From an optimization exercise on the open Yosys and OpenROAD flow, aimed at small area and a short achievable clock period; shortcuts taken in it are not production practice.
The RTL was checked by simulation tests, not by an equivalence proof against the original design.
The clock port is modelled as an ideal driver; clocking choices that lean on that would not hold on a real chip.
Power figures rest on the tool's default switching activity, not on a simulated workload.

==> 04-03 <==
==> flow/design.v <==
package bmd_latency_pkg;
    localparam int CNT_W_DEF = 38;
    localparam int TAG_W_DEF = 6;
    localparam int SUM_W_DEF = 56;
    localparam int NUM_W_DEF = 32;
    localparam int SAT_W = 64;
    function automatic logic [SAT_W-1:0] sat_add(
        input logic [SAT_W-1:0] a,
        input logic [SAT_W-1:0] b,
        input int               w
    );
        logic [SAT_W:0] one;
        logic [SAT_W:0] lim;
        logic [SAT_W:0] s;
        one    = '0;
        one[0] = 1'b1;
        lim    = (one << w) - one;
        s      = {1'b0, a} + {1'b0, b};
        if (s > lim) begin
            s = lim;
        end
        sat_add = s[SAT_W-1:0];
    endfunction
    function automatic int bits_for(input int v);
        int n;
        n = 0;
        for (int i = 0; i < 31; i++) begin
            if ((1 << i) <= v) begin
                n = i + 1;
            end
        end
        bits_for = n;
    endfunction
endpackage
module bmd_latency_satadd #(
    parameter int W  = 56,
    parameter int BW = 38
) (
    input  logic [W-1:0]  a,
    input  logic [BW-1:0] b,
    output logic [W-1:0]  s
);
    logic [BW:0]     lo;
    logic [W-BW-1:0] hi_inc;
    logic [W-BW-1:0] hi_up;
    logic            hi_ones;
    logic            sat;
    always_comb begin
        lo      = {1'b0, a[BW-1:0]} + {1'b0, b};
        hi_ones = &a[W-1:BW];
        hi_inc  = a[W-1:BW] + 1'b1;
        hi_up   = hi_inc | {(W-BW){hi_ones}};
        sat     = lo[BW] & hi_ones;
        s[BW-1:0] = lo[BW-1:0] | {BW{sat}};
        s[W-1:BW] = lo[BW] ? hi_up : a[W-1:BW];
    end
endmodule
module bmd_latency_sub #(
    parameter int W = 19
) (
    input  logic [W-1:0] a,
    input  logic [W-1:0] b,
    output logic [W:0]   s
);
    assign s = {1'b0, a} - {1'b0, b};
endmodule
module bmd_latency_lt #(
    parameter int W = 38
) (
    input  logic [W-1:0] a,
    input  logic [W-1:0] b,
    output logic         lt
);
    assign lt = a < b;
endmodule
module bmd_latency_tracker
#(
    parameter int CNT_W         = bmd_latency_pkg::CNT_W_DEF,
    parameter int TAG_W         = bmd_latency_pkg::TAG_W_DEF,
    parameter int SUM_W         = bmd_latency_pkg::SUM_W_DEF,
    parameter int NUM_W         = bmd_latency_pkg::NUM_W_DEF,
    parameter int SAMPLE_TARGET = 300000
) (
    input  logic             clk,
    input  logic             rst,
    input  logic [CNT_W-1:0] lat_cnt,
    input  logic             stats_clr,
    input  logic             stamp_vld,
    input  logic [TAG_W-1:0] stamp_tag,
    input  logic             cpl_vld,
    input  logic [TAG_W-1:0] cpl_tag,
    output logic             lat_vld,
    output logic [CNT_W-1:0] lat_data,
    output logic [CNT_W-1:0] lat_min,
    output logic [CNT_W-1:0] lat_max,
    output logic [SUM_W-1:0] lat_sum,
    output logic [NUM_W-1:0] lat_num,
    output logic             done,
    output logic             err_dup,
    output logic             err_orphan,
    output logic [TAG_W:0]   outstanding
);
    localparam int DEPTH = 1 << TAG_W;
    localparam int NUM_E = (SAMPLE_TARGET > 0 &&
                            bmd_latency_pkg::bits_for(SAMPLE_TARGET) < NUM_W)
                           ? bmd_latency_pkg::bits_for(SAMPLE_TARGET) : NUM_W;
    logic             clr_now;
    logic [DEPTH-1:0] valid_q;
    logic [TAG_W:0]   outstanding_q;
    logic             err_dup_q, err_orphan_q;
    logic [CNT_W-1:0] cnt_r;
    logic [CNT_W-1:0] rd_q;
    logic [CNT_W-1:0] ram_rdata;
    logic             p1_vld_q;
    localparam int LO_W = CNT_W / 2;
    logic [LO_W-1:0]       dlo_q;
    logic [CNT_W-LO_W-1:0] dhi_q;
    logic                  dbor_q;
    logic             p2_vld_q;
    logic             lat_vld_q;
    logic [CNT_W-1:0] lat_data_q;
    logic [CNT_W-1:0] lat_min_q;
    logic [CNT_W-1:0] lat_max_q;
    logic [SUM_W-1:0] lat_sum_q;
    logic [NUM_E-1:0] lat_num_q;
    logic             done_q;
    assign clr_now = rst | stats_clr;
    logic [CNT_W-1:0] mem_q [DEPTH];
    logic [DEPTH-1:0] wsel;
    logic [DEPTH-1:0] rsel;
    logic             ram_we;
    assign ram_we = stamp_vld & ~clr_now;
    always_comb begin
        for (int i = 0; i < DEPTH; i++) begin
            wsel[i] = ram_we & (stamp_tag == TAG_W'(i));
            rsel[i] = (cpl_tag == TAG_W'(i));
        end
        ram_rdata = '0;
        for (int i = 0; i < DEPTH; i++) begin
            ram_rdata = ram_rdata | (mem_q[i] & {CNT_W{rsel[i]}});
        end
    end
    always_ff @(posedge clk) begin
        for (int i = 0; i < DEPTH; i++) begin
            mem_q[i] <= (lat_cnt & {CNT_W{wsel[i]}}) | (mem_q[i] & {CNT_W{~wsel[i]}});
        end
    end
    logic             vc, vs, tag_eq;
    logic [DEPTH-1:0] cdec, sdec;
    logic             cpl_hit;
    logic [TAG_W:0]   out_inc, out_dec;
    logic [TAG_W:0]   out_c00, out_c01, out_c10, out_c11, out_sel;
    always_comb begin
        logic carry, borrow;
        carry  = 1'b1;
        borrow = 1'b1;
        for (int i = 0; i <= TAG_W; i++) begin
            out_inc[i] = outstanding_q[i] ^ carry;
            out_dec[i] = outstanding_q[i] ^ borrow;
            carry      = carry & outstanding_q[i];
            borrow     = borrow & ~outstanding_q[i];
        end
    end
    always_comb begin
        logic [7:0] clo, chi, slo, shi, cg, sg;
        for (int k = 0; k < 8; k++) begin
            clo[k] = (cpl_tag[2:0] == 3'(k));
            chi[k] = (cpl_tag[5:3] == 3'(k));
            slo[k] = (stamp_tag[2:0] == 3'(k));
            shi[k] = (stamp_tag[5:3] == 3'(k));
        end
        for (int i = 0; i < DEPTH; i++) begin
            cdec[i] = clo[i % 8] & chi[i / 8];
            sdec[i] = slo[i % 8] & shi[i / 8];
        end
        for (int j = 0; j < 8; j++) begin
            cg[j] = |(valid_q[8*j +: 8] & clo);
            sg[j] = |(valid_q[8*j +: 8] & slo);
        end
        vc      = |(cg & chi);
        vs      = |(sg & shi);
        tag_eq  = (stamp_tag == cpl_tag);
        cpl_hit = cpl_vld & vc & ~clr_now;
    end
    always_comb begin
        out_c00 = stamp_vld ? out_inc : outstanding_q;
        out_c01 = outstanding_q;
        if (stamp_vld && !cpl_vld) begin
            out_c10 = out_inc;
        end else if (!stamp_vld && cpl_vld) begin
            out_c10 = out_dec;
        end else begin
            out_c10 = outstanding_q;
        end
        out_c11 = (cpl_vld && !(stamp_vld && tag_eq)) ? out_dec : outstanding_q;
        case ({vc, vs})
            2'b00:   out_sel = out_c00;
            2'b01:   out_sel = out_c01;
            2'b10:   out_sel = out_c10;
            default: out_sel = out_c11;
        endcase
    end
    always_ff @(posedge clk) begin
        if (clr_now) begin
            valid_q       <= '0;
            outstanding_q <= '0;
            err_dup_q     <= 1'b0;
            err_orphan_q  <= 1'b0;
        end else begin
            for (int i = 0; i < DEPTH; i++) begin
                if (stamp_vld && sdec[i]) begin
                    valid_q[i] <= 1'b1;
                end else if (cpl_vld && cdec[i]) begin
                    valid_q[i] <= 1'b0;
                end
            end
            outstanding_q <= out_sel;
            if (cpl_vld && !vc) begin
                err_orphan_q <= 1'b1;
            end
            if (stamp_vld && vs && !(cpl_vld && tag_eq)) begin
                err_dup_q <= 1'b1;
            end
        end
    end
    logic [LO_W:0]       d_lo;
    logic [CNT_W-LO_W:0] d_hi;
    bmd_latency_sub #(.W(LO_W)) u_sub_lo (
        .a (cnt_r[LO_W-1:0]),
        .b (rd_q[LO_W-1:0]),
        .s (d_lo)
    );
    bmd_latency_sub #(.W(CNT_W-LO_W)) u_sub_hi (
        .a (cnt_r[CNT_W-1:LO_W]),
        .b (rd_q[CNT_W-1:LO_W]),
        .s (d_hi)
    );
    always_ff @(posedge clk) begin
        cnt_r   <= lat_cnt;
        rd_q    <= ram_rdata;
        {dbor_q, dlo_q} <= d_lo;
        dhi_q           <= d_hi[CNT_W-LO_W-1:0];
    end
    always_ff @(posedge clk) begin
        if (clr_now) begin
            p1_vld_q   <= 1'b0;
            p2_vld_q   <= 1'b0;
            lat_vld_q  <= 1'b0;
            lat_data_q <= '0;
        end else begin
            p1_vld_q  <= cpl_hit;
            p2_vld_q  <= p1_vld_q;
            lat_vld_q <= p2_vld_q;
            if (p2_vld_q) begin
                lat_data_q <= {dhi_q - (CNT_W-LO_W)'(dbor_q), dlo_q};
            end
        end
    end
    logic [SUM_W-1:0] sum_new;
    bmd_latency_satadd #(.W(SUM_W), .BW(CNT_W)) u_sum (
        .a (lat_sum_q),
        .b (lat_data_q),
        .s (sum_new)
    );
    logic lt_min, gt_max;
    bmd_latency_lt #(.W(CNT_W)) u_lt_min (
        .a  (lat_data_q),
        .b  (lat_min_q),
        .lt (lt_min)
    );
    bmd_latency_lt #(.W(CNT_W)) u_gt_max (
        .a  (lat_max_q),
        .b  (lat_data_q),
        .lt (gt_max)
    );
    always_ff @(posedge clk) begin
        if (clr_now) begin
            lat_min_q <= '1;
            lat_max_q <= '0;
            lat_sum_q <= '0;
            lat_num_q <= '0;
            done_q    <= 1'b0;
        end else if (lat_vld_q && !done_q) begin
            if (NUM_E == NUM_W) begin
                if (lat_num_q != '1) lat_num_q <= lat_num_q + 1'b1;
            end else begin
                lat_num_q <= lat_num_q + 1'b1;
            end
            lat_sum_q <= sum_new;
            if (lt_min) begin
                lat_min_q <= lat_data_q;
            end
            if (gt_max) begin
                lat_max_q <= lat_data_q;
            end
            done_q <= (SAMPLE_TARGET != 0) && (lat_num_q == NUM_E'(SAMPLE_TARGET - 1));
        end
    end
    assign lat_vld     = lat_vld_q;
    assign lat_data    = lat_data_q;
    assign lat_min     = lat_min_q;
    assign lat_max     = lat_max_q;
    assign lat_sum     = lat_sum_q;
    assign lat_num     = NUM_W'(lat_num_q);
    assign done        = done_q;
    assign err_dup     = err_dup_q;
    assign err_orphan  = err_orphan_q;
    assign outstanding = outstanding_q;
endmodule
==> flow/flow/run.sh <==
#!/bin/bash
# Standard ORFS layout, with plain buffers (not delay cells) on the ports,
# sizing free to change a cell's footprint, and no timing repair before
# placement (it would see ideal clocks and over-size the input paths).
set -euo pipefail
bash standard.sh \
  "BUFFER_PORTS_ARGS=-buffer_cell sky130_fd_sc_hd__buf_4" \
  "MATCH_CELL_FOOTPRINT=0" \
  "REMOVE_ABC_BUFFERS=1" \
  finish > orfs_make.log 2>&1
==> flow/standard.sh <==
#!/bin/bash
# synth_recipe.tcl (not shown) runs the flow's synth.tcl, then flattens the netlist and writes it again
# the make line also repeats each setting of config.mk as NAME=value (left out here)
make -C /OpenROAD-flow-scripts/flow DESIGN_CONFIG=/design/flow/config.mk WORK_HOME=/design/flow/orfs CLKGATE_MAP_FILE= SYNTH_SCRIPT=/design/flow/synth_recipe.tcl "${@:-finish}"
==> flow/config.mk <==
export PLATFORM = sky130hd
export DESIGN_NAME = bmd_latency_tracker
export DESIGN_NICKNAME = bmd_latency_tracker
export VERILOG_FILES = /design/flow/design.v
export SDC_FILE = /design/flow/constraint.sdc
export NUM_CORES = 4
export LEC_CHECK = 0
export CAP_MARGIN = 20
export CORE_MARGIN = 2
export CORE_UTILIZATION = 50
export CTS_CLUSTER_DIAMETER = 100
export CTS_CLUSTER_SIZE = 25
export SETUP_SLACK_MARGIN = 2.3
export SLEW_MARGIN = 20
export SYNTH_HIERARCHICAL = 1
==> flow/constraint.sdc <==
create_clock -name core_clock -period 5.0 [get_ports {clk}]
set_input_delay 1.0000 -clock core_clock [delete_from_list [all_inputs] [get_ports {clk}]]
set_output_delay 1.0000 -clock core_clock [all_outputs]
set_load 0.01 [all_outputs]
==> 05-23: changes against 04-03 <==
--- a/flow/design.v
+++ b/flow/design.v
@@ -32,45 +32,70 @@
         bits_for = n;
     endfunction
+    localparam int PFX_W = 38;
+    function automatic logic [PFX_W:0] pfx_add(
+        input logic [PFX_W-1:0] a,
+        input logic [PFX_W-1:0] b,
+        input logic             cin
+    );
+        logic [PFX_W-1:0] p;
+        logic [PFX_W-1:0] g;
+        logic [PFX_W-1:0] gg;
+        logic [PFX_W-1:0] pp;
+        logic [PFX_W-1:0] gn;
+        logic [PFX_W-1:0] pn;
+        p  = a ^ b;
+        g  = a & b;
+        g[0] = g[0] | (p[0] & cin);
+        gg = g;
+        pp = p;
+        for (int d = 1; d < PFX_W; d = d * 2) begin
+            gn = gg;
+            pn = pp;
+            for (int i = d; i < PFX_W; i++) begin
+                gn[i] = gg[i] | (pp[i] & gg[i-d]);
+                pn[i] = pp[i] & pp[i-d];
+            end
+            gg = gn;
+            pp = pn;
+        end
+        pfx_add[0] = p[0] ^ cin;
+        for (int i = 1; i < PFX_W; i++) begin
+            pfx_add[i] = p[i] ^ gg[i-1];
+        end
+        pfx_add[PFX_W] = gg[PFX_W-1];
+    endfunction
 endpackage
-module bmd_latency_satadd #(
-    parameter int W  = 56,
-    parameter int BW = 38
+module bmd_latency_sdp_ram #(
+    parameter int ADDR_W = 6,
+    parameter int DATA_W = 38
 ) (
-    input  logic [W-1:0]  a,
-    input  logic [BW-1:0] b,
-    output logic [W-1:0]  s
+    input  logic              clk,
+    input  logic              we,
+    input  logic [ADDR_W-1:0] waddr,
+    input  logic [DATA_W-1:0] wdata,
+    input  logic [ADDR_W-1:0] raddr,
+    output logic [DATA_W-1:0] rdata
 );
-    logic [BW:0]     lo;
-    logic [W-BW-1:0] hi_inc;
-    logic [W-BW-1:0] hi_up;
-    logic            hi_ones;
-    logic            sat;
-    always_comb begin
-        lo      = {1'b0, a[BW-1:0]} + {1'b0, b};
-        hi_ones = &a[W-1:BW];
-        hi_inc  = a[W-1:BW] + 1'b1;
-        hi_up   = hi_inc | {(W-BW){hi_ones}};
-        sat     = lo[BW] & hi_ones;
-        s[BW-1:0] = lo[BW-1:0] | {BW{sat}};
-        s[W-1:BW] = lo[BW] ? hi_up : a[W-1:BW];
+    localparam int DEPTH = 1 << ADDR_W;
+    logic [DATA_W-1:0] mem_q [DEPTH];
+    logic [DEPTH-1:0]  wsel;
+    logic [DEPTH-1:0]  rsel;
+    always_comb begin
+        for (int i = 0; i < DEPTH; i++) begin
+            wsel[i] = we & (waddr == ADDR_W'(i));
+            rsel[i] = (raddr == ADDR_W'(i));
+        end
+    end
+    always_ff @(posedge clk) begin
+        for (int i = 0; i < DEPTH; i++) begin
+            mem_q[i] <= (wdata & {DATA_W{wsel[i]}}) | (mem_q[i] & {DATA_W{~wsel[i]}});
+        end
+    end
+    always_comb begin
+        rdata = '0;
+        for (int i = 0; i < DEPTH; i++) begin
+            rdata = rdata | (mem_q[i] & {DATA_W{rsel[i]}});
+        end
     end
-endmodule
-module bmd_latency_sub #(
-    parameter int W = 19
-) (
-    input  logic [W-1:0] a,
-    input  logic [W-1:0] b,
-    output logic [W:0]   s
-);
-    assign s = {1'b0, a} - {1'b0, b};
-endmodule
-module bmd_latency_lt #(
-    parameter int W = 38
-) (
-    input  logic [W-1:0] a,
-    input  logic [W-1:0] b,
-    output logic         lt
-);
-    assign lt = a < b;
 endmodule
 module bmd_latency_tracker
@@ -113,8 +138,5 @@
     logic [CNT_W-1:0] ram_rdata;
     logic             p1_vld_q;
-    localparam int LO_W = CNT_W / 2;
-    logic [LO_W-1:0]       dlo_q;
-    logic [CNT_W-LO_W-1:0] dhi_q;
-    logic                  dbor_q;
+    logic [CNT_W-1:0] diff_q;
     logic             p2_vld_q;
     logic             lat_vld_q;
@@ -126,24 +148,15 @@
     logic             done_q;
     assign clr_now = rst | stats_clr;
-    logic [CNT_W-1:0] mem_q [DEPTH];
-    logic [DEPTH-1:0] wsel;
-    logic [DEPTH-1:0] rsel;
-    logic             ram_we;
-    assign ram_we = stamp_vld & ~clr_now;
-    always_comb begin
-        for (int i = 0; i < DEPTH; i++) begin
-            wsel[i] = ram_we & (stamp_tag == TAG_W'(i));
-            rsel[i] = (cpl_tag == TAG_W'(i));
-        end
-        ram_rdata = '0;
-        for (int i = 0; i < DEPTH; i++) begin
-            ram_rdata = ram_rdata | (mem_q[i] & {CNT_W{rsel[i]}});
-        end
-    end
-    always_ff @(posedge clk) begin
-        for (int i = 0; i < DEPTH; i++) begin
-            mem_q[i] <= (lat_cnt & {CNT_W{wsel[i]}}) | (mem_q[i] & {CNT_W{~wsel[i]}});
-        end
-    end
+    bmd_latency_sdp_ram #(
+        .ADDR_W (TAG_W),
+        .DATA_W (CNT_W)
+    ) u_ram (
+        .clk   (clk),
+        .we    (stamp_vld & ~clr_now),
+        .waddr (stamp_tag),
+        .wdata (lat_cnt),
+        .raddr (cpl_tag),
+        .rdata (ram_rdata)
+    );
     logic             vc, vs, tag_eq;
     logic [DEPTH-1:0] cdec, sdec;
@@ -224,22 +237,11 @@
         end
     end
-    logic [LO_W:0]       d_lo;
-    logic [CNT_W-LO_W:0] d_hi;
-    bmd_latency_sub #(.W(LO_W)) u_sub_lo (
-        .a (cnt_r[LO_W-1:0]),
-        .b (rd_q[LO_W-1:0]),
-        .s (d_lo)
-    );
-    bmd_latency_sub #(.W(CNT_W-LO_W)) u_sub_hi (
-        .a (cnt_r[CNT_W-1:LO_W]),
-        .b (rd_q[CNT_W-1:LO_W]),
-        .s (d_hi)
-    );
     always_ff @(posedge clk) begin
         cnt_r   <= lat_cnt;
         rd_q    <= ram_rdata;
-        {dbor_q, dlo_q} <= d_lo;
-        dhi_q           <= d_hi[CNT_W-LO_W-1:0];
+        diff_q  <= lat_diff[CNT_W-1:0];
     end
+    logic [CNT_W:0] lat_diff;
+    assign lat_diff = bmd_latency_pkg::pfx_add(cnt_r, ~rd_q, 1'b1);
     always_ff @(posedge clk) begin
         if (clr_now) begin
@@ -253,25 +255,41 @@
             lat_vld_q <= p2_vld_q;
             if (p2_vld_q) begin
-                lat_data_q <= {dhi_q - (CNT_W-LO_W)'(dbor_q), dlo_q};
+                lat_data_q <= diff_q;
             end
         end
     end
-    logic [SUM_W-1:0] sum_new;
-    bmd_latency_satadd #(.W(SUM_W), .BW(CNT_W)) u_sum (
-        .a (lat_sum_q),
-        .b (lat_data_q),
-        .s (sum_new)
-    );
-    logic lt_min, gt_max;
-    bmd_latency_lt #(.W(CNT_W)) u_lt_min (
-        .a  (lat_data_q),
-        .b  (lat_min_q),
-        .lt (lt_min)
-    );
-    bmd_latency_lt #(.W(CNT_W)) u_gt_max (
-        .a  (lat_max_q),
-        .b  (lat_data_q),
-        .lt (gt_max)
-    );
+    logic [CNT_W:0]       sum_lo;
+    logic [SUM_W-CNT_W-1:0] sum_hi_inc;
+    logic                 sum_sat;
+    logic [SUM_W-1:0]     sum_new;
+    logic                 sum_hi_ones;
+    logic [SUM_W-CNT_W-1:0] sum_hi_up;
+    always_comb begin
+        sum_lo      = bmd_latency_pkg::pfx_add(lat_sum_q[CNT_W-1:0], lat_data_q, 1'b0);
+        sum_hi_ones = &lat_sum_q[SUM_W-1:CNT_W];
+        sum_hi_inc  = lat_sum_q[SUM_W-1:CNT_W] + 1'b1;
+        sum_hi_up   = sum_hi_inc | {(SUM_W-CNT_W){sum_hi_ones}};
+        sum_sat     = sum_lo[CNT_W] & sum_hi_ones;
+        sum_new[CNT_W-1:0]     = sum_lo[CNT_W-1:0] | {CNT_W{sum_sat}};
+        sum_new[SUM_W-1:CNT_W] = sum_lo[CNT_W] ? sum_hi_up : lat_sum_q[SUM_W-1:CNT_W];
+    end
+    logic [CNT_W:0] c_min, c_minp, c_max, c_maxp;
+    logic           lt_min_r, lt_minp_r, gt_max_r, gt_maxp_r, prev_cnt_r;
+    logic           lt_min, gt_max;
+    always_comb begin
+        c_min  = bmd_latency_pkg::pfx_add(diff_q, ~lat_min_q, 1'b1);
+        c_minp = bmd_latency_pkg::pfx_add(diff_q, ~lat_data_q, 1'b1);
+        c_max  = bmd_latency_pkg::pfx_add(lat_max_q, ~diff_q, 1'b1);
+        c_maxp = bmd_latency_pkg::pfx_add(lat_data_q, ~diff_q, 1'b1);
+    end
+    always_ff @(posedge clk) begin
+        lt_min_r   <= ~c_min[CNT_W];
+        lt_minp_r  <= ~c_minp[CNT_W];
+        gt_max_r   <= ~c_max[CNT_W];
+        gt_maxp_r  <= ~c_maxp[CNT_W];
+        prev_cnt_r <= lat_vld_q & ~done_q;
+    end
+    assign lt_min = lt_min_r & (~prev_cnt_r | lt_minp_r);
+    assign gt_max = gt_max_r & (~prev_cnt_r | gt_maxp_r);
     always_ff @(posedge clk) begin
         if (clr_now) begin
- CORE_UTILIZATION: 50 -> 40
- SETUP_SLACK_MARGIN: 2.3 -> 2.0
- SYNTH_HIERARCHICAL: 1 -> unset
==> comparison table <==
quantity                                                              04-03                    05-23
Share of power burned in registers                                    0.632                    0.619
Gate count after technology mapping                                    6885                     6724
Setup slack at placement                                           0.595 ns                 0.371 ns
Inserted tap cell count                                                2838                     3552
Global-route total usage across every layer                           0.413                    0.325
Effective utilization at floorplan                                    0.502                    0.402
Storage cell area                                                 80700 um2                80800 um2
Register share of the cell area                                       0.652                    0.655
Met2 usage                                                            0.609                    0.480
Layout clock area frac                                               0.0317                   0.0344
Placeable core region                                            214000 um2               268000 um2
Reg2reg end                                                   lat_sum_q[42]             lat_sum_q[1]
Leakage component of the power                                      40.5 nW                  40.5 nW
Routed length on met3                                               77.4 mm                  75.8 mm
Number of signal-net inverters in the final layout                      147                      189
Synthesis Warnings                                                        9                        3
Total of clock buffers placed in the layout                             226                      216
Fillers                                                               16200                    22800
Vias in the first global route                                        67300                    67300
Worst-skew pair later-pin latency                                   0.87 ns                  0.90 ns
Area of all placed cells without fillers                         124000 um2               123000 um2
Routed wire length per instance                                     44.9 um                  42.3 um
Status                                              complete, no violations  complete, no violations
Post-route clock period utilization                                   0.614                    0.631

==> separate check: timing with driven ports <==
Ports are ideal in the flow. The routed layouts listed here were re-timed in OpenROAD.
Step 1, drivers: a clkbuf_16 drives clk and a buf_2 each remaining input, both assumed.
Step 2 adds t to the input delays and takes it off the output delays; t is the mean of the earliest and latest rising clock arrival at the registers after step 1. Input paths then give back, and output paths get back, about the clock's delay inside the block.
Three values: no drivers, after step 1, after step 2; two values: the first two.
run	shift t [ns]	setup WS [ns]	cell pins on the clock port's net
04-03	0.944	1.928 / 1.928 / 1.235	1
05-23	0.960	1.844 / 1.917 / 0.957	1
After both steps setup and hold are still met in every run listed. For 05-23, which loses most, drivers alone change the setup slack by +0.073 ns; drivers and shift together by -0.887 ns.
